Source: an optimization exercise on an open RTL-to-GDS flow (aim: small area). Production flows keep margins and buffers that such runs may drop.
The RTL was checked by simulation tests, not by an equivalence proof against the original design.

==> flow/design.v, too long to show whole: its modules and the start of the top module <==
// module fa: 10 lines
// module pw_conv: 27 lines
// module ds_block_top: 1191 lines
module ds_block_top #(
    parameter int IMG_W  = 6,
    parameter int IMG_H  = 5,
    parameter int STRIDE = 1
) (
    input  wire                                    clk,
    input  wire                                    rstn,
    input  wire                                    in_valid,
    input  wire  [ds_pkg::NCH*ds_pkg::ACT_W-1:0]   in_pix,
    output logic                                   out_valid,
    output logic [ds_pkg::NOUT*ds_pkg::ACT_W-1:0]  out_pix
);
  // ...
==> flow/flow/run.sh <==
#!/bin/bash
# The standard layout with two changes: the port buffers are the smallest
# buffer (sky130_fd_sc_hd__buf_1) rather than the one buffer_ports picks by
# default, and clock tree synthesis adds no dummy loads. The clustering
# settings repeat config.mk's. The constant outputs share one tie cell.
set -euo pipefail
export BUFFER_PORTS_ARGS="-buffer_cell sky130_fd_sc_hd__buf_1"
export SKIP_REPAIR_TIE_FANOUT=1
export CTS_ARGS="-sink_clustering_enable -repair_clock_nets -sink_clustering_size 16 -sink_clustering_max_diameter 100 -buf_list sky130_fd_sc_hd__clkbuf_8 -dont_use_dummy_load"
bash standard.sh > standard.log 2>&1
==> flow/standard.sh <==
#!/bin/bash
# synth_recipe.tcl (not shown) runs the flow's synth.tcl, then flattens the netlist and writes it again
# the make line also repeats each setting of config.mk as NAME=value (left out here)
make -C /OpenROAD-flow-scripts/flow DESIGN_CONFIG=/design/flow/config.mk WORK_HOME=/design/flow/orfs CLKGATE_MAP_FILE= SYNTH_SCRIPT=/design/flow/synth_recipe.tcl "${@:-finish}"
==> flow/config.mk <==
export PLATFORM = sky130hd
export DESIGN_NAME = ds_block_top
export DESIGN_NICKNAME = ds_block_top
export VERILOG_FILES = /design/flow/design.v
export SDC_FILE = /design/flow/constraint.sdc
export NUM_CORES = 4
export LEC_CHECK = 0
export CAP_MARGIN = 20
export CORE_MARGIN = 2
export CORE_UTILIZATION = 40
export CTS_BUF_LIST = sky130_fd_sc_hd__clkbuf_8
export CTS_CLUSTER_DIAMETER = 100
export CTS_CLUSTER_SIZE = 16
export SLEW_MARGIN = 20
export SYNTH_HIERARCHICAL = 1
export SYNTH_MINIMUM_KEEP_SIZE = 0
==> flow/constraint.sdc <==
create_clock -name core_clock -period 8.0 [get_ports {clk}]
set_input_delay 1.6000 -clock core_clock [delete_from_list [all_inputs] [get_ports {clk}]]
set_output_delay 1.6000 -clock core_clock [all_outputs]
set_load 0.01 [all_outputs]
==> results_dict.tcl, run 1 <==
set metrics [dict create \
    cp_slowest_cell "fa_1" \
    via_per_inst 5.073 \
    cts_hold_buf 0 \
    buf_share_pct 1.787 \
    ys_seq_elements 485 \
    clock_sinks 485 \
    global_route.usage.met2_pct 24.72 \
    synth_common_cells "edfxtp_1 (448), fa_1 (351), nand2_1 (275)" \
    place_congestion 0.8853 \
    cp_top_family "adder cells" \
    synth_compound_area_share_pct 5.060 \
    clock_buffers 38 \
    grtUsageMet1_pct 24.30 \
    yosys.area.top_type_share_pct 49.32 \
    area_delta_synth_final_pct 6.803 \
    top_layer "met4" \
    cts-htree-levels 2 \
    place_area_um2 28510 \
    cts_buffers 38 \
    grt_first_pass_wirelength_um 88210 \
    synth_top_family_by_area "adder cells" \
    first_pass_iters 5 \
    worstSkewPairLatency_ns 0.65 \
    cts_buffer_depth 3 \
    worst_slack_ns 0.3950 \
    port_buffers 76 \
    period_minus_slack_ns 7.605 \
    wl_met2_um 24700 \
    grt_usage_pct 16.26 \
    drive_gt1_share_pct 5.122 \
    crit_cells 27 \
    nMultiInputCombCells 1195 \
    met3_usage_pct 2.777 \
    drt-initial-drc-count 1125 \
    nets 2422 \
    worst_slew_pin_slew_ns 0.9910 \
    setup.worst_path.end "d1[14]$_SDFF_PP0_" \
    outcome "complete, no violations" \
    path_buf_inv 3 \
    setup_tns_ns 0 \
    ant_nets 0 \
    multi_input_area_share_pct 42.28 \
    hold_viol 0 \
    seq_cells 485 \
]
==> module pw_conv, before the edit <==
module pw_conv (
    input  wire [14:0] d0,
    input  wire [14:0] d1,
    output logic [63:0] act
);
    logic signed [16:0] t;       
    logic               tp;      
    logic signed [18:0] xa;
    logic        [14:0] xm;
    logic signed [18:0] x;       
    logic signed [18:0] s2;      
    logic signed [17:0] s3;      
    assign t  = $signed({2'b00, d1}) - $signed({2'b00, d0});
    assign tp = (d1 >= d0);
    assign xa = tp ? {t, 2'b00} : $signed({4'b0000, d0});
    assign xm = tp ? d0 : d1;
    assign x  = xa - $signed({3'b000, xm, 1'b0});
    assign s2 = $signed({t, 2'b00}) + t;
    assign s3 = $signed({2'b00, d0, 1'b0}) - $signed({3'b000, d1});
    always_comb begin
        act = '0;
        act[10:0]  = (tp && !x[18]) ? x[16:6] : 11'd0;
        act[24:16] = (!tp && !x[18]) ? x[14:6] : 9'd0;
        act[42:32] = s2[18] ? 11'd0 : s2[16:6];
        act[57:48] = s3[17] ? 10'd0 : s3[15:6];
    end
endmodule
==> run 2, diff against run 1 <==
--- a/flow/design.v
+++ b/flow/design.v
@@ -23,33 +23,29 @@
 `timescale 1ns/1ps
 `default_nettype none
 module pw_conv (
     input  wire [14:0] d0,
     input  wire [14:0] d1,
     output logic [63:0] act
 );
     logic signed [16:0] t;       
-    logic               tp;      
-    logic signed [18:0] xa;
-    logic        [14:0] xm;
-    logic signed [18:0] x;       
-    logic signed [18:0] s2;      
-    logic signed [17:0] s3;      
+    logic signed [18:0] s0;
+    logic signed [17:0] s1;
+    logic signed [18:0] s2;
+    logic signed [17:0] s3;
     assign t  = $signed({2'b00, d1}) - $signed({2'b00, d0});
-    assign tp = (d1 >= d0);
-    assign xa = tp ? {t, 2'b00} : $signed({4'b0000, d0});
-    assign xm = tp ? d0 : d1;
-    assign x  = xa - $signed({3'b000, xm, 1'b0});
-    assign s2 = $signed({t, 2'b00}) + t;
+    assign s0 = $signed({2'b00, d1, 2'b00}) - $signed({2'b00, d0, 2'b00}) - $signed({3'b000, d0, 1'b0});
+    assign s1 = $signed({3'b000, d0}) - $signed({2'b000, d1, 1'b0});
+    assign s2 = 19'sd5 * t;
     assign s3 = $signed({2'b00, d0, 1'b0}) - $signed({3'b000, d1});
     always_comb begin
         act = '0;
-        act[10:0]  = (tp && !x[18]) ? x[16:6] : 11'd0;
-        act[24:16] = (!tp && !x[18]) ? x[14:6] : 9'd0;
+        act[10:0]  = s0[18] ? 11'd0 : s0[16:6];
+        act[24:16] = s1[17] ? 9'd0  : s1[14:6];
         act[42:32] = s2[18] ? 11'd0 : s2[16:6];
         act[57:48] = s3[17] ? 10'd0 : s3[15:6];
     end
 endmodule
 `default_nettype wire
 `timescale 1ns/1ps
 `default_nettype none
 module ds_block_top #(
@@ -63,20 +59,16 @@
     input  wire  [ds_pkg::NCH*ds_pkg::ACT_W-1:0]   in_pix,
     output logic                                   out_valid,
     output logic [ds_pkg::NOUT*ds_pkg::ACT_W-1:0]  out_pix
 );
     logic [2:0]  col, row;
     logic [2:0]  ncol, nrow;
     logic        drain, adv, emit;
     logic        ok_l, ok_r, ok_t, ok_b;
-    assign ok_l = (col != 3'd1);
-    assign ok_r = (col != 3'd0);
-    assign ok_t = (col == 3'd0) ? (row != 3'd2) : (row != 3'd1);
-    assign ok_b = (col == 3'd0) ? (row != 3'd6) : (row != 3'd5);
     assign drain = (row == 3'd5) || (row == 3'd6);
     assign adv   = in_valid || drain;
     assign emit  = adv && (row != 3'd0) && !(row == 3'd1 && col == 3'd0);
     always_comb begin
         if (row == 3'd6) begin
             ncol = 3'd0;
             nrow = 3'd0;
         end else if (col == 3'd5) begin
@@ -86,19 +78,27 @@
             ncol = col + 3'd1;
             nrow = row;
         end
     end
     always_ff @(posedge clk or negedge rstn) begin
         if (!rstn) begin
             col   <= '0;
             row   <= '0;
+            ok_l  <= 1'b1;
+            ok_r  <= 1'b0;
+            ok_t  <= 1'b1;
+            ok_b  <= 1'b1;
         end else if (adv) begin
             col   <= ncol;
             row   <= nrow;
+            ok_l  <= (ncol != 3'd1);
+            ok_r  <= (ncol != 3'd0);
+            ok_t  <= (ncol == 3'd0) ? (nrow != 3'd2) : (nrow != 3'd1);
+            ok_b  <= (ncol == 3'd0) ? (nrow != 3'd6) : (nrow != 3'd5);
         end
     end
     logic [31:0] sr [1:14];
     always_ff @(posedge clk) begin
         if (adv) begin
             sr[1] <= in_pix;
             for (int i = 2; i <= 14; i++) sr[i] <= sr[i-1];
         end
@@ -466,16 +466,18 @@
     logic a_n343;
     logic a_n344;
     logic a_n345;
     logic a_n346;
     logic a_n347;
     logic a_n348;
     logic a_n349;
     logic a_n350;
+    logic a_n351;
+    logic a_n352;
     logic b_n1;
     logic b_n2;
     logic b_n3;
     logic b_n4;
     logic b_n5;
     logic b_n6;
     logic b_n7;
     logic b_n8;
@@ -844,195 +846,196 @@
     logic b_n371;
     logic b_n372;
     logic b_n373;
     logic b_n374;
     logic b_n375;
     logic b_n376;
     logic b_n377;
     logic b_n378;
-    fa u_a_n1 (.a(na14[0]), .b(na2[0]), .c(na1[0]), .s(a_n1), .co(a_n2));
-    assign a_n3 = na12[0] ^ na8[0];
-    assign a_n4 = na12[0] & na8[0];
+    fa u_a_n1 (.a(na12[0]), .b(na8[0]), .c(na1[0]), .s(a_n1), .co(a_n2));
+    assign a_n3 = ~na2[0] ^ na14[0];
+    assign a_n4 = ~na2[0] & na14[0];
     fa u_a_n5 (.a(na12[1]), .b(na8[1]), .c(a7[0]), .s(a_n5), .co(a_n6));
-    fa u_a_n7 (.a(na14[1]), .b(na2[1]), .c(na1[1]), .s(a_n7), .co(a_n8));
-    fa u_a_n9 (.a(na6[0]), .b(a_n4), .c(a_n5), .s(a_n9), .co(a_n10));
-    assign a_n11 = ~a_n2 ^ ~a_n7;
-    assign a_n12 = ~a_n2 & ~a_n7;
-    fa u_a_n13 (.a(na12[2]), .b(na8[2]), .c(a7[0]), .s(a_n13), .co(a_n14));
-    fa u_a_n15 (.a(na14[2]), .b(na2[0]), .c(na2[2]), .s(a_n15), .co(a_n16));
-    fa u_a_n17 (.a(a7[1]), .b(na6[1]), .c(na1[0]), .s(a_n17), .co(a_n18));
-    fa u_a_n19 (.a(na1[2]), .b(a_n8), .c(a_n15), .s(a_n19), .co(a_n20));
-    fa u_a_n21 (.a(a_n6), .b(a_n13), .c(a_n17), .s(a_n21), .co(a_n22));
-    fa u_a_n23 (.a(a_n12), .b(a_n10), .c(a_n21), .s(a_n23), .co(a_n24));
-    fa u_a_n25 (.a(a_n19), .b(na0[0]), .c(~a_n23), .s(a_n25), .co(a_n26));
-    fa u_a_n27 (.a(na14[0]), .b(na12[3]), .c(na8[3]), .s(a_n27), .co(a_n28));
-    fa u_a_n29 (.a(na14[3]), .b(na12[0]), .c(na2[1]), .s(a_n29), .co(a_n30));
-    fa u_a_n31 (.a(a7[1]), .b(a7[2]), .c(na6[2]), .s(a_n31), .co(a_n32));
-    fa u_a_n33 (.a(na2[3]), .b(na1[3]), .c(a_n16), .s(a_n33), .co(a_n34));
-    fa u_a_n35 (.a(na1[1]), .b(a_n14), .c(a_n18), .s(a_n35), .co(a_n36));
-    fa u_a_n37 (.a(a_n27), .b(a_n31), .c(a_n22), .s(a_n37), .co(a_n38));
-    fa u_a_n39 (.a(a_n29), .b(a_n20), .c(a_n33), .s(a_n39), .co(a_n40));
-    fa u_a_n41 (.a(a_n35), .b(a_n24), .c(a_n37), .s(a_n41), .co(a_n42));
-    fa u_a_n43 (.a(na0[1]), .b(a_n39), .c(a_n26), .s(a_n43), .co(a_n44));
-    fa u_a_n45 (.a(na14[4]), .b(na12[1]), .c(na2[2]), .s(a_n45), .co(a_n46));
-    fa u_a_n47 (.a(na12[4]), .b(na8[4]), .c(a7[2]), .s(a_n47), .co(a_n48));
-    fa u_a_n49 (.a(a7[3]), .b(na6[3]), .c(na1[2]), .s(a_n49), .co(a_n50));
-    fa u_a_n51 (.a(na2[4]), .b(na1[4]), .c(na14[1]), .s(a_n51), .co(a_n52));
-    fa u_a_n53 (.a(a_n28), .b(a_n32), .c(a_n47), .s(a_n53), .co(a_n54));
-    fa u_a_n55 (.a(a_n30), .b(a_n45), .c(a_n51), .s(a_n55), .co(a_n56));
-    fa u_a_n57 (.a(a_n49), .b(a_n36), .c(a_n53), .s(a_n57), .co(a_n58));
-    fa u_a_n59 (.a(a_n34), .b(a_n55), .c(a_n40), .s(a_n59), .co(a_n60));
-    fa u_a_n61 (.a(a_n38), .b(a_n57), .c(a_n42), .s(a_n61), .co(a_n62));
-    fa u_a_n63 (.a(na0[2]), .b(a_n59), .c(a_n44), .s(a_n63), .co(a_n64));
-    fa u_a_n65 (.a(na14[2]), .b(na12[5]), .c(na8[5]), .s(a_n65), .co(a_n66));
-    fa u_a_n67 (.a(na14[5]), .b(na12[2]), .c(na2[3]), .s(a_n67), .co(a_n68));
-    fa u_a_n69 (.a(a7[3]), .b(a7[4]), .c(na6[4]), .s(a_n69), .co(a_n70));
-    fa u_a_n71 (.a(na2[5]), .b(na1[5]), .c(a_n46), .s(a_n71), .co(a_n72));
-    fa u_a_n73 (.a(na1[3]), .b(na14[1]), .c(a_n48), .s(a_n73), .co(a_n74));
-    fa u_a_n75 (.a(a_n50), .b(a_n65), .c(a_n69), .s(a_n75), .co(a_n76));
-    fa u_a_n77 (.a(a_n52), .b(a_n67), .c(a_n56), .s(a_n77), .co(a_n78));
-    fa u_a_n79 (.a(a_n54), .b(a_n73), .c(a_n75), .s(a_n79), .co(a_n80));
-    fa u_a_n81 (.a(a_n71), .b(na0[3]), .c(a_n77), .s(a_n81), .co(a_n82));
-    fa u_a_n83 (.a(a_n58), .b(a_n79), .c(a_n62), .s(a_n83), .co(a_n84));
-    fa u_a_n85 (.a(a_n60), .b(a_n81), .c(a_n64), .s(a_n85), .co(a_n86));
-    fa u_a_n87 (.a(na14[3]), .b(na12[6]), .c(na8[6]), .s(a_n87), .co(a_n88));
-    fa u_a_n89 (.a(na14[6]), .b(na12[3]), .c(na2[4]), .s(a_n89), .co(a_n90));
-    fa u_a_n91 (.a(a7[4]), .b(a7[5]), .c(na6[5]), .s(a_n91), .co(a_n92));
-    fa u_a_n93 (.a(na2[6]), .b(na1[6]), .c(a_n68), .s(a_n93), .co(a_n94));
-    fa u_a_n95 (.a(na1[4]), .b(a_n66), .c(a_n70), .s(a_n95), .co(a_n96));
-    fa u_a_n97 (.a(a_n87), .b(a_n91), .c(a_n74), .s(a_n97), .co(a_n98));
-    fa u_a_n99 (.a(a_n89), .b(a_n72), .c(a_n93), .s(a_n99), .co(a_n100));
-    fa u_a_n101 (.a(a_n76), .b(a_n95), .c(a_n97), .s(a_n101), .co(a_n102));
-    fa u_a_n103 (.a(a_n78), .b(na0[4]), .c(a_n99), .s(a_n103), .co(a_n104));
-    fa u_a_n105 (.a(a_n80), .b(~a_n82), .c(a_n101), .s(a_n105), .co(a_n106));
-    fa u_a_n107 (.a(~a_n103), .b(a_n105), .c(a_n84), .s(a_n107), .co(a_n108));
-    fa u_a_n109 (.a(na14[4]), .b(na12[7]), .c(na8[7]), .s(a_n109), .co(a_n110));
-    fa u_a_n111 (.a(na14[7]), .b(na12[4]), .c(na2[5]), .s(a_n111), .co(a_n112));
-    fa u_a_n113 (.a(a7[5]), .b(a7[6]), .c(na6[6]), .s(a_n113), .co(a_n114));
-    fa u_a_n115 (.a(na2[7]), .b(na1[7]), .c(a_n90), .s(a_n115), .co(a_n116));
-    fa u_a_n117 (.a(na1[5]), .b(a_n88), .c(a_n92), .s(a_n117), .co(a_n118));
-    fa u_a_n119 (.a(a_n109), .b(a_n113), .c(a_n96), .s(a_n119), .co(a_n120));
-    fa u_a_n121 (.a(a_n111), .b(a_n94), .c(a_n115), .s(a_n121), .co(a_n122));
-    fa u_a_n123 (.a(a_n117), .b(a_n98), .c(a_n119), .s(a_n123), .co(a_n124));
-    fa u_a_n125 (.a(a_n100), .b(na0[5]), .c(a_n121), .s(a_n125), .co(a_n126));
-    fa u_a_n127 (.a(a_n102), .b(a_n123), .c(a_n106), .s(a_n127), .co(a_n128));
-    fa u_a_n129 (.a(a_n104), .b(a_n125), .c(~a_n127), .s(a_n129), .co(a_n130));
-    fa u_a_n131 (.a(na14[5]), .b(na12[8]), .c(na8[8]), .s(a_n131), .co(a_n132));
-    fa u_a_n133 (.a(na14[8]), .b(na12[5]), .c(na2[6]), .s(a_n133), .co(a_n134));
-    fa u_a_n135 (.a(a7[6]), .b(a7[7]), .c(na6[7]), .s(a_n135), .co(a_n136));
-    fa u_a_n137 (.a(na2[8]), .b(na1[8]), .c(a_n112), .s(a_n137), .co(a_n138));
-    fa u_a_n139 (.a(na1[6]), .b(a_n110), .c(a_n114), .s(a_n139), .co(a_n140));
-    fa u_a_n141 (.a(a_n131), .b(a_n135), .c(a_n118), .s(a_n141), .co(a_n142));
-    fa u_a_n143 (.a(a_n133), .b(a_n116), .c(a_n137), .s(a_n143), .co(a_n144));
-    fa u_a_n145 (.a(a_n139), .b(a_n120), .c(a_n141), .s(a_n145), .co(a_n146));
-    fa u_a_n147 (.a(a_n122), .b(na0[6]), .c(a_n143), .s(a_n147), .co(a_n148));
-    fa u_a_n149 (.a(a_n124), .b(a_n145), .c(a_n128), .s(a_n149), .co(a_n150));
-    fa u_a_n151 (.a(a_n126), .b(a_n147), .c(a_n130), .s(a_n151), .co(a_n152));
-    fa u_a_n153 (.a(na14[6]), .b(na12[9]), .c(na8[9]), .s(a_n153), .co(a_n154));
-    fa u_a_n155 (.a(na14[9]), .b(na12[6]), .c(na2[7]), .s(a_n155), .co(a_n156));
-    fa u_a_n157 (.a(a7[7]), .b(a7[8]), .c(na6[8]), .s(a_n157), .co(a_n158));
-    fa u_a_n159 (.a(na2[9]), .b(na1[9]), .c(a_n134), .s(a_n159), .co(a_n160));
-    fa u_a_n161 (.a(na1[7]), .b(a_n132), .c(a_n136), .s(a_n161), .co(a_n162));
-    fa u_a_n163 (.a(a_n153), .b(a_n157), .c(a_n140), .s(a_n163), .co(a_n164));
-    fa u_a_n165 (.a(a_n155), .b(a_n138), .c(a_n159), .s(a_n165), .co(a_n166));
-    fa u_a_n167 (.a(a_n161), .b(a_n142), .c(a_n163), .s(a_n167), .co(a_n168));
-    fa u_a_n169 (.a(a_n144), .b(na0[7]), .c(a_n165), .s(a_n169), .co(a_n170));
-    fa u_a_n171 (.a(a_n146), .b(~a_n148), .c(a_n167), .s(a_n171), .co(a_n172));
-    fa u_a_n173 (.a(~a_n169), .b(a_n171), .c(a_n150), .s(a_n173), .co(a_n174));
-    fa u_a_n175 (.a(na14[7]), .b(na12[10]), .c(na8[10]), .s(a_n175), .co(a_n176));
-    fa u_a_n177 (.a(na14[10]), .b(na12[7]), .c(na2[8]), .s(a_n177), .co(a_n178));
-    fa u_a_n179 (.a(a7[8]), .b(a7[9]), .c(na6[9]), .s(a_n179), .co(a_n180));
-    fa u_a_n181 (.a(na2[10]), .b(na1[10]), .c(a_n156), .s(a_n181), .co(a_n182));
-    fa u_a_n183 (.a(na1[8]), .b(a_n154), .c(a_n158), .s(a_n183), .co(a_n184));
-    fa u_a_n185 (.a(a_n175), .b(a_n179), .c(a_n162), .s(a_n185), .co(a_n186));
-    fa u_a_n187 (.a(a_n177), .b(a_n160), .c(a_n181), .s(a_n187), .co(a_n188));
-    fa u_a_n189 (.a(a_n183), .b(a_n164), .c(a_n185), .s(a_n189), .co(a_n190));
-    fa u_a_n191 (.a(a_n166), .b(na0[8]), .c(a_n187), .s(a_n191), .co(a_n192));
-    fa u_a_n193 (.a(a_n168), .b(a_n189), .c(a_n172), .s(a_n193), .co(a_n194));
-    fa u_a_n195 (.a(a_n170), .b(a_n191), .c(~a_n193), .s(a_n195), .co(a_n196));
-    fa u_a_n197 (.a(na14[8]), .b(na12[11]), .c(na8[11]), .s(a_n197), .co(a_n198));
-    fa u_a_n199 (.a(na14[11]), .b(na12[8]), .c(na2[9]), .s(a_n199), .co(a_n200));
-    fa u_a_n201 (.a(a7[9]), .b(a7[10]), .c(na6[10]), .s(a_n201), .co(a_n202));
-    fa u_a_n203 (.a(na2[11]), .b(na1[11]), .c(a_n178), .s(a_n203), .co(a_n204));
-    fa u_a_n205 (.a(na1[9]), .b(a_n176), .c(a_n180), .s(a_n205), .co(a_n206));
-    fa u_a_n207 (.a(a_n197), .b(a_n201), .c(a_n184), .s(a_n207), .co(a_n208));
-    fa u_a_n209 (.a(a_n199), .b(a_n182), .c(a_n203), .s(a_n209), .co(a_n210));
-    fa u_a_n211 (.a(a_n205), .b(a_n186), .c(a_n207), .s(a_n211), .co(a_n212));
-    fa u_a_n213 (.a(a_n188), .b(na0[9]), .c(a_n209), .s(a_n213), .co(a_n214));
-    fa u_a_n215 (.a(a_n190), .b(a_n211), .c(a_n194), .s(a_n215), .co(a_n216));
-    fa u_a_n217 (.a(a_n192), .b(a_n213), .c(a_n196), .s(a_n217), .co(a_n218));
-    fa u_a_n219 (.a(na14[9]), .b(na12[12]), .c(na8[12]), .s(a_n219), .co(a_n220));
-    fa u_a_n221 (.a(na14[12]), .b(na12[9]), .c(na2[10]), .s(a_n221), .co(a_n222));
-    fa u_a_n223 (.a(a7[10]), .b(a7[11]), .c(na6[11]), .s(a_n223), .co(a_n224));
-    fa u_a_n225 (.a(na2[12]), .b(na1[12]), .c(a_n200), .s(a_n225), .co(a_n226));
-    fa u_a_n227 (.a(na1[10]), .b(a_n198), .c(a_n202), .s(a_n227), .co(a_n228));
-    fa u_a_n229 (.a(a_n219), .b(a_n223), .c(a_n206), .s(a_n229), .co(a_n230));
-    fa u_a_n231 (.a(a_n221), .b(a_n204), .c(a_n225), .s(a_n231), .co(a_n232));
-    fa u_a_n233 (.a(a_n227), .b(a_n208), .c(a_n229), .s(a_n233), .co(a_n234));
-    fa u_a_n235 (.a(a_n210), .b(na0[10]), .c(a_n231), .s(a_n235), .co(a_n236));
-    fa u_a_n237 (.a(a_n212), .b(~a_n214), .c(a_n233), .s(a_n237), .co(a_n238));
-    fa u_a_n239 (.a(~a_n235), .b(a_n237), .c(a_n216), .s(a_n239), .co(a_n240));
-    fa u_a_n241 (.a(na14[10]), .b(na12[13]), .c(na8[13]), .s(a_n241), .co(a_n242));
-    fa u_a_n243 (.a(na14[13]), .b(na12[10]), .c(na2[11]), .s(a_n243), .co(a_n244));
-    fa u_a_n245 (.a(a7[11]), .b(a7[12]), .c(na6[12]), .s(a_n245), .co(a_n246));
-    fa u_a_n247 (.a(na2[13]), .b(na1[13]), .c(a_n222), .s(a_n247), .co(a_n248));
-    fa u_a_n249 (.a(na1[11]), .b(a_n220), .c(a_n224), .s(a_n249), .co(a_n250));
-    fa u_a_n251 (.a(a_n241), .b(a_n245), .c(a_n228), .s(a_n251), .co(a_n252));
-    fa u_a_n253 (.a(a_n243), .b(a_n226), .c(a_n247), .s(a_n253), .co(a_n254));
-    fa u_a_n255 (.a(a_n249), .b(a_n230), .c(a_n251), .s(a_n255), .co(a_n256));
-    fa u_a_n257 (.a(a_n232), .b(na0[11]), .c(a_n253), .s(a_n257), .co(a_n258));
-    fa u_a_n259 (.a(a_n234), .b(a_n255), .c(a_n238), .s(a_n259), .co(a_n260));
-    fa u_a_n261 (.a(a_n236), .b(a_n257), .c(~a_n259), .s(a_n261), .co(a_n262));
-    fa u_a_n263 (.a(na14[11]), .b(na12[14]), .c(na8[14]), .s(a_n263), .co(a_n264));
-    fa u_a_n265 (.a(na14[14]), .b(na12[11]), .c(na2[12]), .s(a_n265), .co(a_n266));
-    fa u_a_n267 (.a(a7[12]), .b(a7[13]), .c(na6[13]), .s(a_n267), .co(a_n268));
-    fa u_a_n269 (.a(na2[14]), .b(na1[14]), .c(a_n244), .s(a_n269), .co(a_n270));
-    fa u_a_n271 (.a(na1[12]), .b(a_n242), .c(a_n246), .s(a_n271), .co(a_n272));
-    fa u_a_n273 (.a(a_n263), .b(a_n267), .c(a_n250), .s(a_n273), .co(a_n274));
-    fa u_a_n275 (.a(a_n265), .b(a_n248), .c(a_n269), .s(a_n275), .co(a_n276));
-    fa u_a_n277 (.a(a_n271), .b(a_n252), .c(a_n273), .s(a_n277), .co(a_n278));
-    fa u_a_n279 (.a(a_n254), .b(na0[12]), .c(a_n275), .s(a_n279), .co(a_n280));
-    fa u_a_n281 (.a(a_n256), .b(a_n277), .c(a_n260), .s(a_n281), .co(a_n282));
-    fa u_a_n283 (.a(a_n258), .b(a_n279), .c(a_n262), .s(a_n283), .co(a_n284));
-    fa u_a_n285 (.a(na12[12]), .b(na12[15]), .c(na8[15]), .s(a_n285), .co(a_n286));
-    fa u_a_n287 (.a(na14[15]), .b(a7[13]), .c(a7[14]), .s(a_n287), .co(a_n288));
-    fa u_a_n289 (.a(na6[14]), .b(na2[15]), .c(na1[13]), .s(a_n289), .co(a_n290));
-    fa u_a_n291 (.a(na2[13]), .b(na14[12]), .c(a_n266), .s(a_n291), .co(a_n292));
-    fa u_a_n293 (.a(na1[15]), .b(a_n264), .c(a_n268), .s(a_n293), .co(a_n294));
-    fa u_a_n295 (.a(a_n287), .b(a_n289), .c(a_n272), .s(a_n295), .co(a_n296));
-    fa u_a_n297 (.a(a_n285), .b(a_n270), .c(a_n291), .s(a_n297), .co(a_n298));
-    fa u_a_n299 (.a(a_n293), .b(a_n274), .c(a_n295), .s(a_n299), .co(a_n300));
-    fa u_a_n301 (.a(a_n276), .b(na0[13]), .c(a_n297), .s(a_n301), .co(a_n302));
-    fa u_a_n303 (.a(a_n278), .b(~a_n280), .c(a_n299), .s(a_n303), .co(a_n304));
-    fa u_a_n305 (.a(~a_n301), .b(a_n303), .c(a_n282), .s(a_n305), .co(a_n306));
-    fa u_a_n307 (.a(na12[13]), .b(a7[15]), .c(na6[15]), .s(a_n307), .co(a_n308));
-    fa u_a_n309 (.a(a7[14]), .b(na1[14]), .c(na14[12]), .s(a_n309), .co(a_n310));
-    fa u_a_n311 (.a(na2[14]), .b(na14[13]), .c(a_n286), .s(a_n311), .co(a_n312));
-    fa u_a_n313 (.a(a_n288), .b(a_n290), .c(a_n309), .s(a_n313), .co(a_n314));
-    fa u_a_n315 (.a(a_n307), .b(a_n292), .c(a_n311), .s(a_n315), .co(a_n316));
-    fa u_a_n317 (.a(a_n294), .b(a_n313), .c(a_n296), .s(a_n317), .co(a_n318));
-    fa u_a_n319 (.a(a_n298), .b(na0[14]), .c(a_n315), .s(a_n319), .co(a_n320));
-    fa u_a_n321 (.a(a_n300), .b(a_n317), .c(a_n304), .s(a_n321), .co(a_n322));
-    fa u_a_n323 (.a(a_n302), .b(a_n319), .c(~a_n321), .s(a_n323), .co(a_n324));
-    fa u_a_n325 (.a(na12[14]), .b(a7[15]), .c(na1[15]), .s(a_n325), .co(a_n326));
-    fa u_a_n327 (.a(na2[15]), .b(na14[13]), .c(a_n310), .s(a_n327), .co(a_n328));
-    fa u_a_n329 (.a(na14[14]), .b(a_n308), .c(a_n325), .s(a_n329), .co(a_n330));
-    fa u_a_n331 (.a(a_n312), .b(a_n329), .c(a_n316), .s(a_n331), .co(a_n332));
-    fa u_a_n333 (.a(a_n314), .b(a_n327), .c(na0[15]), .s(a_n333), .co(a_n334));
-    fa u_a_n335 (.a(a_n318), .b(a_n333), .c(a_n322), .s(a_n335), .co(a_n336));
-    fa u_a_n337 (.a(a_n320), .b(a_n331), .c(a_n324), .s(a_n337), .co(a_n338));
-    fa u_a_n339 (.a(na12[15]), .b(na14[14]), .c(a_n328), .s(a_n339), .co(a_n340));
-    fa u_a_n341 (.a(na14[15]), .b(a_n326), .c(a_n330), .s(a_n341), .co(a_n342));
-    fa u_a_n343 (.a(~a_n339), .b(a_n341), .c(a_n332), .s(a_n343), .co(a_n344));
-    fa u_a_n345 (.a(a_n334), .b(~a_n343), .c(a_n336), .s(a_n345), .co(a_n346));
-    fa u_a_n347 (.a(1'b1), .b(a_n340), .c(~a_n342), .s(a_n347), .co(a_n348));
-    assign a_n349 = a_n347 ^ ~a_n344;
-    assign a_n350 = a_n347 & ~a_n344;
-    assign sa = {1'b1, a_n348, a_n349, a_n345, a_n335, ~a_n323, a_n305, a_n281, ~a_n261, a_n239, a_n215, ~a_n195, a_n173, a_n149, a_n108, ~a_n86, a_n83, a_n61, a_n41, ~a_n25, a_n11, a_n3} + {1'b0, a_n350, a_n346, ~a_n338, ~a_n337, a_n306, ~a_n284, ~a_n283, a_n240, ~a_n218, ~a_n217, a_n174, ~a_n152, ~a_n151, ~a_n129, a_n107, ~a_n85, ~a_n63, ~a_n43, 1'b0, a_n9, ~a_n1};
+    fa u_a_n7 (.a(na6[0]), .b(na1[0]), .c(na1[1]), .s(a_n7), .co(a_n8));
+    fa u_a_n9 (.a(na14[1]), .b(a_n4), .c(a_n2), .s(a_n9), .co(a_n10));
+    fa u_a_n11 (.a(a_n5), .b(a_n7), .c(a_n9), .s(a_n11), .co(a_n12));
+    assign a_n13 = ~na2[1] ^ ~na14[0];
+    assign a_n14 = ~na2[1] & ~na14[0];
+    fa u_a_n15 (.a(na12[2]), .b(na8[2]), .c(a7[0]), .s(a_n15), .co(a_n16));
+    fa u_a_n17 (.a(a7[1]), .b(na6[1]), .c(na1[1]), .s(a_n17), .co(a_n18));
+    fa u_a_n19 (.a(na2[0]), .b(na2[2]), .c(na14[1]), .s(a_n19), .co(a_n20));
+    fa u_a_n21 (.a(na1[2]), .b(na14[2]), .c(a_n14), .s(a_n21), .co(a_n22));
+    fa u_a_n23 (.a(a_n6), .b(a_n8), .c(a_n15), .s(a_n23), .co(a_n24));
+    fa u_a_n25 (.a(a_n17), .b(a_n21), .c(a_n10), .s(a_n25), .co(a_n26));
+    fa u_a_n27 (.a(a_n23), .b(a_n12), .c(a_n25), .s(a_n27), .co(a_n28));
+    assign a_n29 = ~a_n19 ^ ~na0[0];
+    assign a_n30 = ~a_n19 & ~na0[0];
+    fa u_a_n31 (.a(na14[3]), .b(na12[0]), .c(na2[1]), .s(a_n31), .co(a_n32));
+    fa u_a_n33 (.a(na12[3]), .b(na8[3]), .c(a7[1]), .s(a_n33), .co(a_n34));
+    fa u_a_n35 (.a(a7[2]), .b(na6[2]), .c(na1[2]), .s(a_n35), .co(a_n36));
+    fa u_a_n37 (.a(na2[3]), .b(na14[2]), .c(na14[0]), .s(a_n37), .co(a_n38));
+    fa u_a_n39 (.a(na1[3]), .b(a_n16), .c(a_n18), .s(a_n39), .co(a_n40));
+    fa u_a_n41 (.a(a_n20), .b(a_n31), .c(a_n37), .s(a_n41), .co(a_n42));
+    fa u_a_n43 (.a(a_n33), .b(a_n35), .c(a_n22), .s(a_n43), .co(a_n44));
+    fa u_a_n45 (.a(a_n24), .b(a_n39), .c(a_n43), .s(a_n45), .co(a_n46));
+    fa u_a_n47 (.a(a_n26), .b(a_n45), .c(a_n30), .s(a_n47), .co(a_n48));
+    fa u_a_n49 (.a(a_n41), .b(na0[1]), .c(~a_n28), .s(a_n49), .co(a_n50));
+    fa u_a_n51 (.a(na14[1]), .b(na12[4]), .c(na8[4]), .s(a_n51), .co(a_n52));
+    fa u_a_n53 (.a(na14[4]), .b(na12[1]), .c(na2[2]), .s(a_n53), .co(a_n54));
+    fa u_a_n55 (.a(a7[2]), .b(a7[3]), .c(na6[3]), .s(a_n55), .co(a_n56));
+    fa u_a_n57 (.a(na1[3]), .b(na1[4]), .c(na14[0]), .s(a_n57), .co(a_n58));
+    fa u_a_n59 (.a(na2[4]), .b(a_n32), .c(a_n38), .s(a_n59), .co(a_n60));
+    fa u_a_n61 (.a(a_n34), .b(a_n36), .c(a_n51), .s(a_n61), .co(a_n62));
+    fa u_a_n63 (.a(a_n55), .b(a_n57), .c(a_n40), .s(a_n63), .co(a_n64));
+    fa u_a_n65 (.a(a_n53), .b(a_n42), .c(a_n59), .s(a_n65), .co(a_n66));
+    fa u_a_n67 (.a(a_n61), .b(a_n44), .c(a_n63), .s(a_n67), .co(a_n68));
+    fa u_a_n69 (.a(a_n46), .b(a_n67), .c(a_n48), .s(a_n69), .co(a_n70));
+    fa u_a_n71 (.a(na0[2]), .b(a_n65), .c(a_n50), .s(a_n71), .co(a_n72));
+    fa u_a_n73 (.a(na14[2]), .b(na12[5]), .c(na8[5]), .s(a_n73), .co(a_n74));
+    fa u_a_n75 (.a(na14[5]), .b(na12[2]), .c(na2[3]), .s(a_n75), .co(a_n76));
+    fa u_a_n77 (.a(a7[3]), .b(a7[4]), .c(na6[4]), .s(a_n77), .co(a_n78));
+    fa u_a_n79 (.a(na1[4]), .b(na1[5]), .c(a_n52), .s(a_n79), .co(a_n80));
+    fa u_a_n81 (.a(na2[5]), .b(a_n54), .c(a_n75), .s(a_n81), .co(a_n82));
+    fa u_a_n83 (.a(a_n56), .b(a_n58), .c(a_n73), .s(a_n83), .co(a_n84));
+    fa u_a_n85 (.a(a_n77), .b(a_n62), .c(a_n79), .s(a_n85), .co(a_n86));
+    fa u_a_n87 (.a(a_n60), .b(a_n81), .c(a_n66), .s(a_n87), .co(a_n88));
+    fa u_a_n89 (.a(a_n83), .b(a_n64), .c(a_n85), .s(a_n89), .co(a_n90));
+    fa u_a_n91 (.a(na0[3]), .b(~a_n68), .c(a_n87), .s(a_n91), .co(a_n92));
+    fa u_a_n93 (.a(a_n89), .b(~a_n91), .c(a_n70), .s(a_n93), .co(a_n94));
+    fa u_a_n95 (.a(na14[3]), .b(na12[6]), .c(na8[6]), .s(a_n95), .co(a_n96));
+    fa u_a_n97 (.a(na14[6]), .b(na12[3]), .c(na2[4]), .s(a_n97), .co(a_n98));
+    fa u_a_n99 (.a(a7[4]), .b(a7[5]), .c(na6[5]), .s(a_n99), .co(a_n100));
+    fa u_a_n101 (.a(na1[5]), .b(na1[6]), .c(a_n74), .s(a_n101), .co(a_n102));
+    fa u_a_n103 (.a(na2[6]), .b(a_n76), .c(a_n97), .s(a_n103), .co(a_n104));
+    fa u_a_n105 (.a(a_n78), .b(a_n95), .c(a_n99), .s(a_n105), .co(a_n106));
+    fa u_a_n107 (.a(a_n80), .b(a_n84), .c(a_n101), .s(a_n107), .co(a_n108));
+    fa u_a_n109 (.a(a_n82), .b(a_n103), .c(na0[4]), .s(a_n109), .co(a_n110));
+    fa u_a_n111 (.a(a_n105), .b(a_n86), .c(a_n107), .s(a_n111), .co(a_n112));
+    fa u_a_n113 (.a(a_n88), .b(a_n109), .c(a_n92), .s(a_n113), .co(a_n114));
+    fa u_a_n115 (.a(a_n90), .b(a_n111), .c(~a_n113), .s(a_n115), .co(a_n116));
+    fa u_a_n117 (.a(na14[4]), .b(na12[7]), .c(na8[7]), .s(a_n117), .co(a_n118));
+    fa u_a_n119 (.a(na14[7]), .b(na12[4]), .c(na2[5]), .s(a_n119), .co(a_n120));
+    fa u_a_n121 (.a(a7[5]), .b(a7[6]), .c(na6[6]), .s(a_n121), .co(a_n122));
+    fa u_a_n123 (.a(na1[6]), .b(na1[7]), .c(a_n96), .s(a_n123), .co(a_n124));
+    fa u_a_n125 (.a(na2[7]), .b(a_n98), .c(a_n119), .s(a_n125), .co(a_n126));
+    fa u_a_n127 (.a(a_n100), .b(a_n117), .c(a_n121), .s(a_n127), .co(a_n128));
+    fa u_a_n129 (.a(a_n102), .b(a_n106), .c(a_n123), .s(a_n129), .co(a_n130));
+    fa u_a_n131 (.a(a_n104), .b(a_n125), .c(na0[5]), .s(a_n131), .co(a_n132));
+    fa u_a_n133 (.a(a_n127), .b(a_n108), .c(a_n129), .s(a_n133), .co(a_n134));
+    fa u_a_n135 (.a(a_n110), .b(a_n131), .c(a_n114), .s(a_n135), .co(a_n136));
+    fa u_a_n137 (.a(a_n112), .b(a_n133), .c(a_n116), .s(a_n137), .co(a_n138));
+    fa u_a_n139 (.a(na14[5]), .b(na12[8]), .c(na8[8]), .s(a_n139), .co(a_n140));
+    fa u_a_n141 (.a(na14[8]), .b(na12[5]), .c(na2[6]), .s(a_n141), .co(a_n142));
+    fa u_a_n143 (.a(a7[6]), .b(a7[7]), .c(na6[7]), .s(a_n143), .co(a_n144));
+    fa u_a_n145 (.a(na1[7]), .b(na1[8]), .c(a_n118), .s(a_n145), .co(a_n146));
+    fa u_a_n147 (.a(na2[8]), .b(a_n120), .c(a_n141), .s(a_n147), .co(a_n148));
+    fa u_a_n149 (.a(a_n122), .b(a_n139), .c(a_n143), .s(a_n149), .co(a_n150));
+    fa u_a_n151 (.a(a_n124), .b(a_n128), .c(a_n145), .s(a_n151), .co(a_n152));
+    fa u_a_n153 (.a(a_n126), .b(a_n147), .c(na0[6]), .s(a_n153), .co(a_n154));
+    fa u_a_n155 (.a(a_n149), .b(a_n130), .c(a_n151), .s(a_n155), .co(a_n156));
+    fa u_a_n157 (.a(a_n132), .b(~a_n134), .c(a_n153), .s(a_n157), .co(a_n158));
+    fa u_a_n159 (.a(~a_n155), .b(a_n157), .c(a_n136), .s(a_n159), .co(a_n160));
+    fa u_a_n161 (.a(na14[6]), .b(na12[9]), .c(na8[9]), .s(a_n161), .co(a_n162));
+    fa u_a_n163 (.a(na14[9]), .b(na12[6]), .c(na2[7]), .s(a_n163), .co(a_n164));
+    fa u_a_n165 (.a(a7[7]), .b(a7[8]), .c(na6[8]), .s(a_n165), .co(a_n166));
+    fa u_a_n167 (.a(na1[8]), .b(na1[9]), .c(a_n140), .s(a_n167), .co(a_n168));
+    fa u_a_n169 (.a(na2[9]), .b(a_n142), .c(a_n163), .s(a_n169), .co(a_n170));
+    fa u_a_n171 (.a(a_n144), .b(a_n161), .c(a_n165), .s(a_n171), .co(a_n172));
+    fa u_a_n173 (.a(a_n146), .b(a_n150), .c(a_n167), .s(a_n173), .co(a_n174));
+    fa u_a_n175 (.a(a_n148), .b(a_n169), .c(na0[7]), .s(a_n175), .co(a_n176));
+    fa u_a_n177 (.a(a_n171), .b(a_n152), .c(a_n173), .s(a_n177), .co(a_n178));
+    fa u_a_n179 (.a(a_n154), .b(a_n175), .c(a_n158), .s(a_n179), .co(a_n180));
+    fa u_a_n181 (.a(a_n156), .b(a_n177), .c(~a_n179), .s(a_n181), .co(a_n182));
+    fa u_a_n183 (.a(na14[7]), .b(na12[10]), .c(na8[10]), .s(a_n183), .co(a_n184));
+    fa u_a_n185 (.a(na14[10]), .b(na12[7]), .c(na2[8]), .s(a_n185), .co(a_n186));
+    fa u_a_n187 (.a(a7[8]), .b(a7[9]), .c(na6[9]), .s(a_n187), .co(a_n188));
+    fa u_a_n189 (.a(na1[9]), .b(na1[10]), .c(a_n162), .s(a_n189), .co(a_n190));
+    fa u_a_n191 (.a(na2[10]), .b(a_n164), .c(a_n185), .s(a_n191), .co(a_n192));
+    fa u_a_n193 (.a(a_n166), .b(a_n183), .c(a_n187), .s(a_n193), .co(a_n194));
+    fa u_a_n195 (.a(a_n168), .b(a_n172), .c(a_n189), .s(a_n195), .co(a_n196));
+    fa u_a_n197 (.a(a_n170), .b(a_n191), .c(na0[8]), .s(a_n197), .co(a_n198));
+    fa u_a_n199 (.a(a_n193), .b(a_n174), .c(a_n195), .s(a_n199), .co(a_n200));
+    fa u_a_n201 (.a(a_n176), .b(a_n197), .c(a_n180), .s(a_n201), .co(a_n202));
+    fa u_a_n203 (.a(a_n178), .b(a_n199), .c(a_n182), .s(a_n203), .co(a_n204));
+    fa u_a_n205 (.a(na14[8]), .b(na12[11]), .c(na8[11]), .s(a_n205), .co(a_n206));
+    fa u_a_n207 (.a(na14[11]), .b(na12[8]), .c(na2[9]), .s(a_n207), .co(a_n208));
+    fa u_a_n209 (.a(a7[9]), .b(a7[10]), .c(na6[10]), .s(a_n209), .co(a_n210));
+    fa u_a_n211 (.a(na1[10]), .b(na1[11]), .c(a_n184), .s(a_n211), .co(a_n212));
+    fa u_a_n213 (.a(na2[11]), .b(a_n186), .c(a_n207), .s(a_n213), .co(a_n214));
+    fa u_a_n215 (.a(a_n188), .b(a_n205), .c(a_n209), .s(a_n215), .co(a_n216));
+    fa u_a_n217 (.a(a_n190), .b(a_n194), .c(a_n211), .s(a_n217), .co(a_n218));
+    fa u_a_n219 (.a(a_n192), .b(a_n213), .c(na0[9]), .s(a_n219), .co(a_n220));
+    fa u_a_n221 (.a(a_n215), .b(a_n196), .c(a_n217), .s(a_n221), .co(a_n222));
+    fa u_a_n223 (.a(a_n198), .b(~a_n200), .c(a_n219), .s(a_n223), .co(a_n224));
+    fa u_a_n225 (.a(~a_n221), .b(a_n223), .c(a_n202), .s(a_n225), .co(a_n226));
+    fa u_a_n227 (.a(na14[9]), .b(na12[12]), .c(na8[12]), .s(a_n227), .co(a_n228));
+    fa u_a_n229 (.a(na14[12]), .b(na12[9]), .c(na2[10]), .s(a_n229), .co(a_n230));
+    fa u_a_n231 (.a(a7[10]), .b(a7[11]), .c(na6[11]), .s(a_n231), .co(a_n232));
+    fa u_a_n233 (.a(na1[11]), .b(na1[12]), .c(a_n206), .s(a_n233), .co(a_n234));
+    fa u_a_n235 (.a(na2[12]), .b(a_n208), .c(a_n229), .s(a_n235), .co(a_n236));
+    fa u_a_n237 (.a(a_n210), .b(a_n227), .c(a_n231), .s(a_n237), .co(a_n238));
+    fa u_a_n239 (.a(a_n212), .b(a_n216), .c(a_n233), .s(a_n239), .co(a_n240));
+    fa u_a_n241 (.a(a_n214), .b(a_n235), .c(na0[10]), .s(a_n241), .co(a_n242));
+    fa u_a_n243 (.a(a_n237), .b(a_n218), .c(a_n239), .s(a_n243), .co(a_n244));
+    fa u_a_n245 (.a(a_n220), .b(a_n241), .c(a_n224), .s(a_n245), .co(a_n246));
+    fa u_a_n247 (.a(a_n222), .b(a_n243), .c(~a_n245), .s(a_n247), .co(a_n248));
+    fa u_a_n249 (.a(na14[10]), .b(na12[13]), .c(na8[13]), .s(a_n249), .co(a_n250));
+    fa u_a_n251 (.a(na14[13]), .b(na12[10]), .c(na2[11]), .s(a_n251), .co(a_n252));
+    fa u_a_n253 (.a(a7[11]), .b(a7[12]), .c(na6[12]), .s(a_n253), .co(a_n254));
+    fa u_a_n255 (.a(na1[12]), .b(na1[13]), .c(a_n228), .s(a_n255), .co(a_n256));
+    fa u_a_n257 (.a(na2[13]), .b(a_n230), .c(a_n251), .s(a_n257), .co(a_n258));
+    fa u_a_n259 (.a(a_n232), .b(a_n249), .c(a_n253), .s(a_n259), .co(a_n260));
+    fa u_a_n261 (.a(a_n234), .b(a_n238), .c(a_n255), .s(a_n261), .co(a_n262));
+    fa u_a_n263 (.a(a_n236), .b(a_n257), .c(na0[11]), .s(a_n263), .co(a_n264));
+    fa u_a_n265 (.a(a_n259), .b(a_n240), .c(a_n261), .s(a_n265), .co(a_n266));
+    fa u_a_n267 (.a(a_n242), .b(a_n263), .c(a_n246), .s(a_n267), .co(a_n268));
+    fa u_a_n269 (.a(a_n244), .b(a_n265), .c(a_n248), .s(a_n269), .co(a_n270));
+    fa u_a_n271 (.a(na14[11]), .b(na12[14]), .c(na8[14]), .s(a_n271), .co(a_n272));
+    fa u_a_n273 (.a(na14[14]), .b(na12[11]), .c(na2[12]), .s(a_n273), .co(a_n274));
+    fa u_a_n275 (.a(a7[12]), .b(a7[13]), .c(na6[13]), .s(a_n275), .co(a_n276));
+    fa u_a_n277 (.a(na1[13]), .b(na1[14]), .c(a_n250), .s(a_n277), .co(a_n278));
+    fa u_a_n279 (.a(na2[14]), .b(a_n252), .c(a_n273), .s(a_n279), .co(a_n280));
+    fa u_a_n281 (.a(a_n254), .b(a_n271), .c(a_n275), .s(a_n281), .co(a_n282));
+    fa u_a_n283 (.a(a_n256), .b(a_n260), .c(a_n277), .s(a_n283), .co(a_n284));
+    fa u_a_n285 (.a(a_n258), .b(a_n279), .c(na0[12]), .s(a_n285), .co(a_n286));
+    fa u_a_n287 (.a(a_n281), .b(a_n262), .c(a_n283), .s(a_n287), .co(a_n288));
+    fa u_a_n289 (.a(a_n264), .b(~a_n266), .c(a_n285), .s(a_n289), .co(a_n290));
+    fa u_a_n291 (.a(~a_n287), .b(a_n289), .c(a_n268), .s(a_n291), .co(a_n292));
+    fa u_a_n293 (.a(na12[12]), .b(na12[15]), .c(na8[15]), .s(a_n293), .co(a_n294));
+    fa u_a_n295 (.a(na14[15]), .b(a7[13]), .c(a7[14]), .s(a_n295), .co(a_n296));
+    fa u_a_n297 (.a(na6[14]), .b(na2[15]), .c(na1[14]), .s(a_n297), .co(a_n298));
+    fa u_a_n299 (.a(na2[13]), .b(na1[15]), .c(na14[12]), .s(a_n299), .co(a_n300));
+    fa u_a_n301 (.a(a_n272), .b(a_n276), .c(a_n295), .s(a_n301), .co(a_n302));
+    fa u_a_n303 (.a(a_n274), .b(a_n293), .c(a_n299), .s(a_n303), .co(a_n304));
+    fa u_a_n305 (.a(a_n297), .b(a_n278), .c(a_n282), .s(a_n305), .co(a_n306));
+    fa u_a_n307 (.a(a_n280), .b(a_n303), .c(na0[13]), .s(a_n307), .co(a_n308));
+    fa u_a_n309 (.a(a_n301), .b(a_n284), .c(a_n305), .s(a_n309), .co(a_n310));
+    fa u_a_n311 (.a(a_n286), .b(a_n307), .c(a_n290), .s(a_n311), .co(a_n312));
+    fa u_a_n313 (.a(a_n288), .b(a_n309), .c(~a_n311), .s(a_n313), .co(a_n314));
+    fa u_a_n315 (.a(na12[13]), .b(a7[15]), .c(na6[15]), .s(a_n315), .co(a_n316));
+    fa u_a_n317 (.a(na14[13]), .b(a7[14]), .c(na14[12]), .s(a_n317), .co(a_n318));
+    fa u_a_n319 (.a(na2[14]), .b(na1[15]), .c(a_n294), .s(a_n319), .co(a_n320));
+    fa u_a_n321 (.a(a_n296), .b(a_n298), .c(a_n317), .s(a_n321), .co(a_n322));
+    fa u_a_n323 (.a(a_n300), .b(a_n315), .c(a_n304), .s(a_n323), .co(a_n324));
+    fa u_a_n325 (.a(a_n302), .b(a_n321), .c(a_n306), .s(a_n325), .co(a_n326));
+    fa u_a_n327 (.a(a_n319), .b(na0[14]), .c(a_n323), .s(a_n327), .co(a_n328));
+    fa u_a_n329 (.a(a_n308), .b(a_n327), .c(a_n312), .s(a_n329), .co(a_n330));
+    fa u_a_n331 (.a(a_n310), .b(a_n325), .c(a_n314), .s(a_n331), .co(a_n332));
+    fa u_a_n333 (.a(na12[14]), .b(a7[15]), .c(a_n316), .s(a_n333), .co(a_n334));
+    fa u_a_n335 (.a(na14[14]), .b(na2[15]), .c(a_n318), .s(a_n335), .co(a_n336));
+    fa u_a_n337 (.a(a_n320), .b(a_n333), .c(a_n324), .s(a_n337), .co(a_n338));
+    fa u_a_n339 (.a(a_n322), .b(a_n335), .c(na0[15]), .s(a_n339), .co(a_n340));
+    fa u_a_n341 (.a(~a_n326), .b(a_n328), .c(a_n337), .s(a_n341), .co(a_n342));
+    fa u_a_n343 (.a(~a_n339), .b(a_n341), .c(a_n330), .s(a_n343), .co(a_n344));
+    fa u_a_n345 (.a(na12[15]), .b(na14[15]), .c(a_n336), .s(a_n345), .co(a_n346));
+    fa u_a_n347 (.a(a_n334), .b(~a_n345), .c(a_n338), .s(a_n347), .co(a_n348));
+    fa u_a_n349 (.a(~a_n340), .b(a_n342), .c(a_n347), .s(a_n349), .co(a_n350));
+    fa u_a_n351 (.a(na14[15]), .b(a_n346), .c(~a_n348), .s(a_n351), .co(a_n352));
+    assign sa = {1'b1, ~na14[15], ~a_n350, ~a_n349, ~a_n343, ~a_n329, a_n313, ~a_n291, ~a_n267, a_n247, ~a_n225, ~a_n201, a_n181, a_n138, ~a_n135, a_n94, ~a_n72, a_n69, a_n47, a_n29, a_n13, a_n3} + {1'b0, a_n352, a_n351, ~a_n344, a_n332, a_n331, ~a_n292, a_n270, a_n269, ~a_n226, a_n204, a_n203, ~a_n160, ~a_n159, a_n137, a_n115, a_n93, ~a_n71, ~a_n49, a_n27, a_n11, a_n1};
     fa u_b_n1 (.a(nb13[0]), .b(nb6[0]), .c(nb2[0]), .s(b_n1), .co(b_n2));
     assign b_n3 = nb12[0] ^ ~b_n1;
     assign b_n4 = nb12[0] & ~b_n1;
     fa u_b_n5 (.a(nb13[0]), .b(nb13[1]), .c(nb8[0]), .s(b_n5), .co(b_n6));
     fa u_b_n7 (.a(b7[0]), .b(nb6[1]), .c(nb2[1]), .s(b_n7), .co(b_n8));
     fa u_b_n9 (.a(b_n2), .b(b_n5), .c(b_n7), .s(b_n9), .co(b_n10));
     fa u_b_n11 (.a(nb12[1]), .b(b_n4), .c(~b_n9), .s(b_n11), .co(b_n12));
     fa u_b_n13 (.a(nb14[0]), .b(nb12[0]), .c(nb12[2]), .s(b_n13), .co(b_n14));
==> flow/run.sh (new file) <==
#!/bin/bash
# synth_recipe.tcl (not shown) runs the flow's synth.tcl, then flattens the netlist and writes it again
# the make line also repeats each setting of config.mk as NAME=value (left out here)
make -C /OpenROAD-flow-scripts/flow DESIGN_CONFIG=/design/flow/config.mk WORK_HOME=/design/flow/orfs CLKGATE_MAP_FILE= SYNTH_SCRIPT=/design/flow/synth_recipe.tcl finish
==> flow/config.mk (replaced) <==
export PLATFORM = sky130hd
export DESIGN_NAME = ds_block_top
export DESIGN_NICKNAME = ds_block_top
export VERILOG_FILES = /design/flow/design.v
export SDC_FILE = /design/flow/constraint.sdc
export NUM_CORES = 4
export LEC_CHECK = 0
export CAP_MARGIN = 20
export CORE_MARGIN = 2
export CORE_UTILIZATION = 40
export CTS_BUF_LIST = sky130_fd_sc_hd__clkbuf_16
export CTS_CLUSTER_DIAMETER = 120
export CTS_CLUSTER_SIZE = 24
export SLEW_MARGIN = 20
export SYNTH_HIERARCHICAL = 1
export SYNTH_MINIMUM_KEEP_SIZE = 0
removed: flow/flow/run.sh
removed: flow/standard.sh
==> run 2 against run 1 <==
- maximum frequency increased by 0.31%
- global-route usage increased by 0.35 points
- critical path depth decreased by 7
- flip-flop and latch count increased by 4
- core utilization increased by 1.2 points
- critical endpoint is now out_pix[0]
==> results_dict.tcl, run 2 <==
set metrics [dict create \
    rows 96 \
    worst_slack_ns 0.4189 \
    setup_tns_ns 0 \
    setup_viol 0 \
    hold_viol 0 \
    worstSkewPairLatency_ns 0.60 \
    rr_startpoint "ok_t$_DFFE_PN1P_" \
    fmax_ghz 0.1319 \
    syn_area_per_cell_um2 14.70 \
    hp-class "register to register" \
    largestRegisters "sr x448, d0 x15, d1 x15" \
    grt_first_pass_wirelength_um 91420 \
    drc 0 \
    path_max_fanout 8 \
    path_class "register to output pin" \
    cts_root_buffer "clkbuf_16" \
    ant_nets 0 \
    clk_pin_slew_worst_paths_ns 0.10 \
    slew_violations 0 \
    synth_common_cells "edfxtp_1 (448), fa_1 (352), nand2_1 (256)" \
    grt_pass1_vias 15890 \
    initial_utilization_pct 40.59 \
    fillers 6147 \
    yosys.cell_count.top_type "edfxtp_1" \
    area_delta_synth_final_pct 9.512 \
    fin_skew_ns 0.02611 \
    wl_per_cell_um 19.72 \
    cts_buffer_depth 3 \
    grt_max_degree 158 \
    async_flop_share_pct 2.249 \
    overflow 0 \
    ys_seq_elements 489 \
    dieArea_um2 71980 \
    chipWidth_um 268.3 \
    syn_inst 1901 \
    ys_seq_area_share_pct 51.30 \
    nets 2505 \
    first_pass_iters 5 \
    min_path_cells 0 \
    drive_gt1_share_pct 3.934 \
    worstSetupStartpoint "d0[1]$_SDFF_PN0_" \
    hpwl_um 45440 \
    mostFrequentLayoutCell "edfxtp_1" \
    dominantRegCellSynth "edfxtp_1" \
    yosysUniqueCellTypes 77 \
    antenna_found_initial 0 \
    crit_path_end_kind "output pin" \
    outcome "complete, no violations" \
    synth_edf_count 448 \
    grt_usage_pct 16.61 \
    required_ns 6.40 \
    worst_slew_pin_slew_ns 0.9456 \
    final_cell_mix "edfxtp_1 (448), fa_1 (352), nand2_1 (255), inv_1 (145), ha_1 (129)" \
    coreArea_um2 68830 \
    maxCapViolations 0 \
    dpl_worst_slack_ns 0.6047 \
    largest_register "sr" \
    worstSetupStartpointType "register" \
    largest_register_ffs 448 \
    via_per_inst 5.028 \
    ioPinCount 100 \
    antenna_cells 0 \
    place_congestion 0.9045 \
    num_vias 14780 \
    port_buffers 76 \
    ys_warn_count 9 \
    totalWireLength_um 57950 \
    worst-endpoint-arrival_ns 5.98 \
    cts_buffers 25 \
    ff2ff_path_depth 20 \
    tritoncts "yes" \
    synthTopCellsByArea "edfxtp_1 (48%), fa_1 (25%), ha_1 (5.8%), nand2_1 (3.4%), dfxtp_1 (2.1%)" \
    syn_area_um2 27940 \
    period_minus_slack_ns 7.581 \
    rsz0062_at_grt "false" \
    drt-initial-drc-count 1133 \
    clock_sinks 489 \
    fp.dieH_um 268.3 \
    max_slew_margin_pct 36.96 \
    min_period_over_period_pct 94.76 \
    yosys.area.top_type_share_pct 48.15 \
    hp-start "sr[5][21]$_DFFE_PP_" \
    yosys.area.top_type "edfxtp_1" \
    cts-htree-levels 1 \
]
[run 2: cell type report]
cell class	count	area [um^2]	share of cell area (%)
sequential	489	14330	46.84
clock inverter	21	130.1	0.4253
timing repair buffer	96	935.9	3.059
tap	931	1165	3.807
inverter	129	484.2	1.583
clock buffer	25	625.6	2.045
multi-input combinational	1248	12920	42.24
[run 2: Yosys stat by module, one instance, submodules excluded]
module        cells  cell area [um^2]  flip-flops and latches  copies in the design
ds_block_top   1095             17570                     489                     1
fa                1             20.02                       0                   351
pw_conv         455              3341                       0                     1
[run 2: cells by family (layout without fill, tap and decap cells)]
logic type | count (synthesis) | in the layout | share of synthesized area [%]
flops | 489 | 489 | 51.30
fa+ha+maj | 481 | 481 | 31.00
simple gates | 468 | 468 | 7.488
compound gates | 206 | 206 | 5.069
buf+inv | 186 | 271 | 2.893
xor+xnor | 67 | 67 | 2.127
mux | 3 | 3 | 0.1120
other cells | 1 | 23 | 0.01342
[run 2: layer usage]
metal / share of wire [%] / vias to the layer above / GRT usage [%]
met5: 0 / - / 0
met4: 1.8 / 0 / 3.292
met3: 4.3 / 64 / 2.172
met2: 48 / 316 / 27.33
met1: 46 / 7686 / 23.82
li1: - / 6710 / -
[run 2: final timing paths]
kind	end	slack, ns
min in group asynchronous	ok_r$_DFFE_PN0P_	1.39
setup reg to reg	d1[1]$_SDFF_PP0_	1.00
setup / recovery	out_pix[0]	0.42
hold / removal	sr[6][21]$_DFFE_PP_	0.41
hold reg to reg	sr[6][21]$_DFFE_PP_	0.41
max in group asynchronous	col[0]$_DFFE_PN0P_	6.19
[run 2: what timing repair did]
item	in CTS	in global routing
pin swaps	0	1
hold buffers	0	0
endpoints found under the hold margin	0	0
setup buffers	0	2
resized for setup	1	3
endpoints found under the setup margin	2	22
[run 2: worst max-delay path, stage by stage, from the launching register on]
cell,delay [ns]
dfxtp_1,0.47
inv_1,0.10
ha_1,0.29
nor2b_1,0.13
o21a_1,0.19
o21ai_1,0.21
nand2b_1,0.08
a21oi_1,0.17
xnor2_1,0.17
ha_1,0.27
or3_1,0.43
o31ai_2,0.31
a21oi_1,0.17
a2111oi_4,0.50
a2111oi_1,0.16
o31ai_1,0.34
nand3b_1,0.22
xnor2_4,0.29
buf_4,0.18
and2_1,0.17
clkdlybuf4s50_1,0.55
[run 2: per-stage QoR]
stage	instance area [um^2]	hold slack, ns	utilization, %	cells
after global placement	29800	0.4004	43.30	2891
after detailed placement	29800	0.4045	43.30	2891
final	30600	0.4129	44.46	2939
after global routing	30600	0.4252	44.46	2939
after CTS	30560	0.4140	44.41	2937
after floorplan	28020	0.4003	-	1923
==> run 3, diff against run 2 <==
==> flow/flow/run.sh (new file) <==
#!/bin/bash
# The standard layout, except that the port buffers are the smallest buffer
# (sky130_fd_sc_hd__buf_1) rather than the one buffer_ports picks by default.
set -euo pipefail
export BUFFER_PORTS_ARGS="-buffer_cell sky130_fd_sc_hd__buf_1"
bash standard.sh > standard.log 2>&1
==> flow/standard.sh (new file) <==
#!/bin/bash
# synth_recipe.tcl (not shown) runs the flow's synth.tcl, then flattens the netlist and writes it again
# the make line also repeats each setting of config.mk as NAME=value (left out here)
make -C /OpenROAD-flow-scripts/flow DESIGN_CONFIG=/design/flow/config.mk WORK_HOME=/design/flow/orfs CLKGATE_MAP_FILE= SYNTH_SCRIPT=/design/flow/synth_recipe.tcl "${@:-finish}"
removed: flow/run.sh
==> run 3 against run 2 <==
- still clean
- register-to-register slack got worse by 0.03 ns
- wire length is 1.3% lower
- area after synthesis stayed put
- synthesized cell count unchanged
- highest routed layer unchanged
==> results_dict.tcl, run 3 <==
set metrics [dict create \
    outcome "complete, no violations" \
    cts_buffer_depth 3 \
    hold_ws_ns 0.4166 \
    ant_nets 0 \
    num_vias 14700 \
    largest_register "sr" \
    overflow 0 \
    largest_register_ffs 448 \
    async_flop_share_pct 2.249 \
    ys_seq_elements 489 \
    syn_area_per_cell_um2 14.70 \
    required_ns 6.40 \
    setup_viol 0 \
    grt_max_degree 163 \
    cts_buffers 25 \
    yosys.area.top_type_share_pct 48.15 \
    final_cell_mix "edfxtp_1 (448), fa_1 (352), nand2_1 (255), inv_1 (144), ha_1 (129)" \
    crit_path_end_kind "output pin" \
    maxCapViolations 0 \
    mostFrequentLayoutCell "edfxtp_1" \
    chipWidth_um 268.3 \
    initial_utilization_pct 40.59 \
    drc 0 \
    hpwl_um 44910 \
    worst_slack_ns 0.6034 \
    yosys.area.top_type "edfxtp_1" \
    hp-class "register to register" \
    clk_pin_slew_worst_paths_ns 0.11 \
    final_cells 2934 \
    grt_pass1_vias 15840 \
    port_buffers 76 \
    rsz0062_at_grt "false" \
    first_pass_iters 5 \
    cts_hold_buf 0 \
    cts_root_buffer "clkbuf_16" \
    ioPinCount 100 \
    syn_inst 1901 \
    nets 2500 \
    max_slew_margin_pct 30.22 \
    path_class "register to output pin" \
    place_congestion 0.9324 \
    cts-htree-levels 1 \
    tritoncts "yes" \
    setup_tns_ns 0 \
    fp.dieH_um 268.3 \
    grt_first_pass_wirelength_um 90190 \
    fin_skew_ns 0.02861 \
    hold_viol 0 \
    yosys.cell_count.top_type "edfxtp_1" \
    grt_usage_pct 16.37 \
    coreArea_um2 68830 \
    worst-endpoint-arrival_ns 5.80 \
    slew_violations 0 \
    worstSetupStartpointType "register" \
    min_period_over_period_pct 92.46 \
    synthTopCellsByArea "edfxtp_1 (48%), fa_1 (25%), ha_1 (5.8%), nand2_1 (3.4%), dfxtp_1 (2.1%)" \
    worstSkewPairLatency_ns 0.59 \
    dominantRegCellSynth "edfxtp_1" \
    largestRegisters "sr x448, d0 x15, d1 x15" \
    drt-initial-drc-count 1183 \
    dieArea_um2 71980 \
    syn_area_um2 27940 \
    clock_sinks 489 \
    path_max_fanout 11 \
    via_per_inst 5.009 \
    worst_slew_pin_slew_ns 1.047 \
    wl_per_cell_um 19.50 \
    totalWireLength_um 57200 \
    synth_edf_count 448 \
    fillers 6172 \
    ys_seq_area_share_pct 51.30 \
    dpl_worst_slack_ns 0.9278 \
    drive_gt1_share_pct 3.694 \
    synth_common_cells "edfxtp_1 (448), fa_1 (352), nand2_1 (256)" \
    placed_cells 2888 \
    ys_warn_count 9 \
    period_minus_slack_ns 7.397 \
    fmax_ghz 0.1352 \
    yosysUniqueCellTypes 77 \
    rows 96 \
    area_delta_synth_final_pct 7.564 \
    antenna_found_initial 0 \
    antenna_cells 0 \
]
## run 3: per-module statistics from Yosys (local to each module, per instance)
module        cells  flip-flops and latches  times used  cell area [um^2]
fa                1                       0         351             20.02
pw_conv         455                       0           1              3341
ds_block_top   1095                     489           1             17570
## run 3: timing repair
item / in CTS / in global routing
buffers inserted: 0 / 0
resized for setup: 0 / 1
setup endpoints to repair: 0 / 5
## run 3: routing by layer
layer	up-vias	part of all wire (%)	global-route usage (%)
met4	0	1.7	3.020
met3	53	3.5	1.778
met2	261	47	26.68
met1	7675	48	24.03
li1	6706	-	-
met5	-	0	0
## run 3: cell families after synthesis
logic type	share of synthesized area (%)
simple gates	7.488
mux	0.1120
flops	51.30
fa+ha+maj	31.00
other cells	0.01342
buf+inv	2.893
xor+xnor	2.127
compound gates	5.069
## run 3: cell type report
type | instances | area (um^2) | area share [%]
Tap cell | 931 | 1165 | 3.876
Multi-Input combinational cell | 1248 | 12900 | 42.94
Timing Repair Buffer | 91 | 410.4 | 1.366
Inverter | 129 | 484.2 | 1.611
Clock inverter | 21 | 130.1 | 0.4330
Sequential cell | 489 | 14330 | 47.69
Clock buffer | 25 | 625.6 | 2.082
## run 3: critical path: stages, from the launching register on
cell       delay (ns)
dfxtp_1          0.46
inv_1            0.10
ha_1             0.29
nor2b_1          0.13
o21a_1           0.18
o21ai_0          0.34
nand2b_1         0.10
a21oi_1          0.18
xnor2_1          0.21
ha_1             0.29
or3_1            0.43
o31ai_2          0.30
a21oi_1          0.16
a2111oi_4        0.49
a2111oi_1        0.14
o31ai_1          0.31
nand3b_1         0.16
xnor2_2          0.40
nor4b_2          0.35
buf_1            0.20
## run 3: through the flow
step | area (um^2) | utilization (%)
after floorplan | 28020 | -
after global placement | 29290 | 42.56
after detailed placement | 29290 | 42.56
after CTS | 30050 | 43.65
after global routing | 30050 | 43.66
final | 30050 | 43.66
## run 3: final timing paths
kind / startpoint / endpoint / slack (ns) / cells after the start
worst max-delay path: d0[1]$_SDFF_PN0_ / out_pix[7] / 0.60 / 19
worst min-delay path: sr[9][17]$_DFFE_PP_ / sr[10][17]$_DFFE_PP_ / 0.42 / 0
worst max register to register: ok_t$_DFFE_PN1P_ / d0[7]$_SDFF_PN0_ / 0.97 / 19
worst min register to register: sr[9][17]$_DFFE_PP_ / sr[10][17]$_DFFE_PP_ / 0.42 / 0
max in group asynchronous: rstn / row[0]$_DFFE_PN0P_ / 6.57 / 1
min in group asynchronous: rstn / row[2]$_DFFE_PN0P_ / 1.01 / 1

afterwards: timing with drivers on the ports:
How much do the figures lean on ideal ports? The routed layouts below were timed once more, with nothing changed but the port constraints.
Step 1 assumes that a clkbuf_16 drives the clock port and a buf_2 every other input.
Step 2 times the ports against the registers' clock, not the clock port: input delays grow and output delays shrink by t, the midpoint of the rising clock arrivals with the driver on.
a / b / c = no drivers / after step 1 / after step 2; a / b = the first two.
run | t (ns) | setup slack, ns | worst data-port slew with drivers (ns)
run 1 | 0.654 | 0.395 / 0.395 / 0.395 | 0.04
run 2 | 0.647 | 0.419 / 0.359 / 0.960 | 0.04
run 3 | 0.636 | 0.603 / 0.543 / 0.967 | 0.04
After both steps every run listed still meets setup and hold.
